What follows belongs to an exercise in optimizing a design on an open flow for small area; a production flow would make more cautious choices. Only simulation tests tie the RTL to the original design; equivalence was not proved. Power is estimated from default activity; no workload was simulated.

==> flow/design.v (excerpt) <==
module apb_mem_slave #(
  parameter int ADDR_WIDTH  = 8,
  parameter int DATA_WIDTH  = 32,
  parameter int STRB_WIDTH  = DATA_WIDTH / 8,
  parameter int MEM_DEPTH   = 64,
  parameter int WAIT_STATES = 2
) (
  input  logic                  pclk,
  input  logic                  preset,
  input  logic [ADDR_WIDTH-1:0] paddr,
  input  logic                  psel,
  input  logic                  penable,
  input  logic                  pwrite,
  input  logic [DATA_WIDTH-1:0] pwdata,
  input  logic [STRB_WIDTH-1:0] pstrb,
  output logic [DATA_WIDTH-1:0] prdata,
  output logic                  pready,
  output logic                  pslverr
);
  localparam int NPORT = MEM_DEPTH / 4;
  logic       acc1, acc2;           
  logic [1:0] rlo;                  
  logic [3:0] rb;                   
  logic [5:0] rot;                  
  logic [1:0] clr_cnt;              
  logic       clearing;
  logic       in_rng;
  logic       wr_commit;
  ...
==> flow/config.mk <==
export PLATFORM = sky130hd
export DESIGN_NAME = apb_mem_slave
export DESIGN_NICKNAME = apb_mem_slave
export VERILOG_FILES = /design/flow/design.v
export SDC_FILE = /design/flow/constraint.sdc
export NUM_CORES = 4
export LEC_CHECK = 0
export CAP_MARGIN = 10
export CORE_MARGIN = 2
export CORE_UTILIZATION = 55
export GPL_TIMING_DRIVEN = 1
export SLEW_MARGIN = 10
export SYNTH_HIERARCHICAL = 1
export SYNTH_MINIMUM_KEEP_SIZE = 0
==> flow/constraint.sdc <==
create_clock -name core_clock -period 5.0 [get_ports {pclk}]
set_input_delay 1.0000 -clock core_clock [delete_from_list [all_inputs] [get_ports {pclk}]]
set_output_delay 1.0000 -clock core_clock [all_outputs]
set_load 0.01 [all_outputs]
standard.sh (not shown) runs the stock make flow with config.mk's settings and CLKGATE_MAP_FILE= SYNTH_SCRIPT=/design/flow/synth_recipe.tcl, a recipe that flattens the netlist after the stock synthesis.
==> flow/flow/run.sh <==
#!/bin/bash
set -euo pipefail
export CTS_ARGS="-sink_clustering_enable -repair_clock_nets -dont_use_dummy_load -buf_list sky130_fd_sc_hd__clkbuf_8 -root_buf sky130_fd_sc_hd__clkbuf_16 -sink_clustering_size 20 -sink_clustering_max_diameter 50"
export BUFFER_PORTS_ARGS="-buffer_cell sky130_fd_sc_hd__buf_1"
bash standard.sh finish > standard.log 2>&1
The starting point produced a clean layout.
Change:
==> flow/flow/run.sh (replaced) <==
#!/bin/bash
set -euo pipefail
export CTS_ARGS="-sink_clustering_enable -repair_clock_nets -dont_use_dummy_load -sink_clustering_size 36 -sink_clustering_max_diameter 55"
export BUFFER_PORTS_ARGS="-buffer_cell sky130_fd_sc_hd__buf_2"
bash standard.sh finish > standard.log 2>&1
- CAP_MARGIN: 10 -> 20
- SLEW_MARGIN: 10 -> 20
Result:
- The changed run produced a clean layout
- sequential cell count does not change
- power grows by roughly a tenth
- cell area grows by a few percent
- final cell count rose slightly
- non-clock buffer count went up by 26
- clock-buffer cell count shrinks by 4
- synthesized cell count stays the same
- wire length came out higher slightly
Change:
==> flow/flow/run.sh (replaced) <==
#!/bin/bash
set -euo pipefail
export CTS_ARGS="-sink_clustering_enable -repair_clock_nets -dont_use_dummy_load -buf_list sky130_fd_sc_hd__clkbuf_8 -root_buf sky130_fd_sc_hd__clkbuf_16 -sink_clustering_size 20 -sink_clustering_max_diameter 50"
export BUFFER_PORTS_ARGS="-buffer_cell sky130_fd_sc_hd__buf_2"
bash standard.sh finish > standard.log 2>&1
Effect:
- final cell count hardly moves
- clock power went down by about 26%
- utilization fell by 1.6 points
- worst setup slack is worse by 0.073 ns
- synthesized area does not change
- count of clock-buffer cells in the layout climbs by 5
- routed wire length came out lower by about 0.3%
- hold slack gets worse by 0.0044 ns
Change:
==> flow/flow/run.sh (replaced) <==
#!/bin/bash
set -euo pipefail
export CTS_ARGS="-sink_clustering_enable -repair_clock_nets -dont_use_dummy_load -buf_list sky130_fd_sc_hd__clkbuf_8 -root_buf sky130_fd_sc_hd__clkbuf_16 -sink_clustering_size 20 -sink_clustering_max_diameter 50"
export BUFFER_PORTS_ARGS="-buffer_cell sky130_fd_sc_hd__buf_1"
bash standard.sh finish > standard.log 2>&1
Worst hold slack gains 0.011 ns.
Utilization fell by 0.18 points.
Routed wire length stays flat.
Via count fell slightly.
Cell area fell slightly.
Cell count fell slightly.
Flip-flop and latch count stays the same.
Sequential share of layout area rose by 0.23 points.
Power hardly moves.
Global-route usage hardly moves.
Synthesized area does not change.

========
Setup of lane 2:
Another version of the RTL of apb_mem_slave (not shown whole).
Settings: LEC_CHECK=0, CAP_MARGIN=10, CORE_MARGIN=2, CORE_UTILIZATION=55, GPL_TIMING_DRIVEN=1, SLEW_MARGIN=10, SYNTH_HIERARCHICAL=1, SYNTH_MINIMUM_KEEP_SIZE=0; clock period 5.0 ns.
==> flow/flow/run.sh <==
#!/bin/bash
set -euo pipefail
export CTS_ARGS="-sink_clustering_enable -repair_clock_nets -dont_use_dummy_load -buf_list sky130_fd_sc_hd__clkbuf_4 -root_buf sky130_fd_sc_hd__clkbuf_16 -sink_clustering_size 10 -sink_clustering_max_diameter 35"
export BUFFER_PORTS_ARGS="-buffer_cell sky130_fd_sc_hd__buf_1"
bash standard.sh finish > standard.log 2>&1
Lane 2: no failed stages, no open violations at the end
> inputs changed (lane 2 -> lane 5)
==> flow/flow/run.sh <==
#!/bin/bash
set -euo pipefail
export CTS_ARGS="-sink_clustering_enable -repair_clock_nets -dont_use_dummy_load -buf_list sky130_fd_sc_hd__clkbuf_4 -root_buf sky130_fd_sc_hd__clkbuf_16 -sink_clustering_size 11 -sink_clustering_max_diameter 40"
export BUFFER_PORTS_ARGS="-buffer_cell sky130_fd_sc_hd__buf_1"
bash standard.sh finish > standard.log 2>&1
==> run notes <==
- Count of placed standard cells in the final layout, fillers left out (higher): lane 2
- Lane 2 was larger in final cell area than lane 5.
- Per the comparison of lane 5 with lane 2, power share of the combinational group neither gained nor lost much; worst vdd rail ir drop lost about 0.8%; final worst-path setup slack neither gained nor lost much; number of antenna repair diodes picked up an extra 2.

==> static timing again, ports no longer ideal <==
How much do the figures lean on ideal ports? The routed layouts below were timed once more, with nothing changed but the port constraints. Step 1, drivers: a clkbuf_16 drives pclk and a buf_2 each remaining input, both assumed. Step 2 adds t to the input delays and takes it off the output delays; t is the mean of the earliest and latest rising clock arrival at the registers after step 1. Input paths then give back, and output paths get back, about the clock's delay inside the block. a / b / c = ideal ports / drivers / drivers and shift; a / b = the first two.
run | shift t [ns] | slack for setup (ns) | latest minus earliest clock arrival (ns) | worst data-port slew with drivers (ns) | cell pins on the clock port's net
the first run of note 1 | 0.752 | 0.130 / 0.068 / 0.099 | 0.095 / 0.095 | 0.11 | 1
the second run of note 1 | 0.783 | 0.151 / 0.115 / 0.126 | 0.059 / 0.059 | 0.04 | 1
the third run of note 1 | 0.760 | 0.077 / 0.027 / 0.053 | 0.083 / 0.083 | 0.04 | 1
the fourth run of note 1 | 0.758 | 0.125 / 0.064 / 0.097 | 0.070 / 0.070 | 0.12 | 1
lane 2 | 0.830 | 0.138 / 0.071 / 0.485 | 0.084 / 0.083 | 0.12 | 1
lane 5 | 0.834 | 0.139 / 0.074 / 0.504 | 0.141 / 0.141 | 0.13 | 1
After both steps every run listed still meets setup and hold. For the first run of note 1, which loses most, drivers alone change the setup slack by -0.062 ns; drivers and shift together by -0.031 ns.
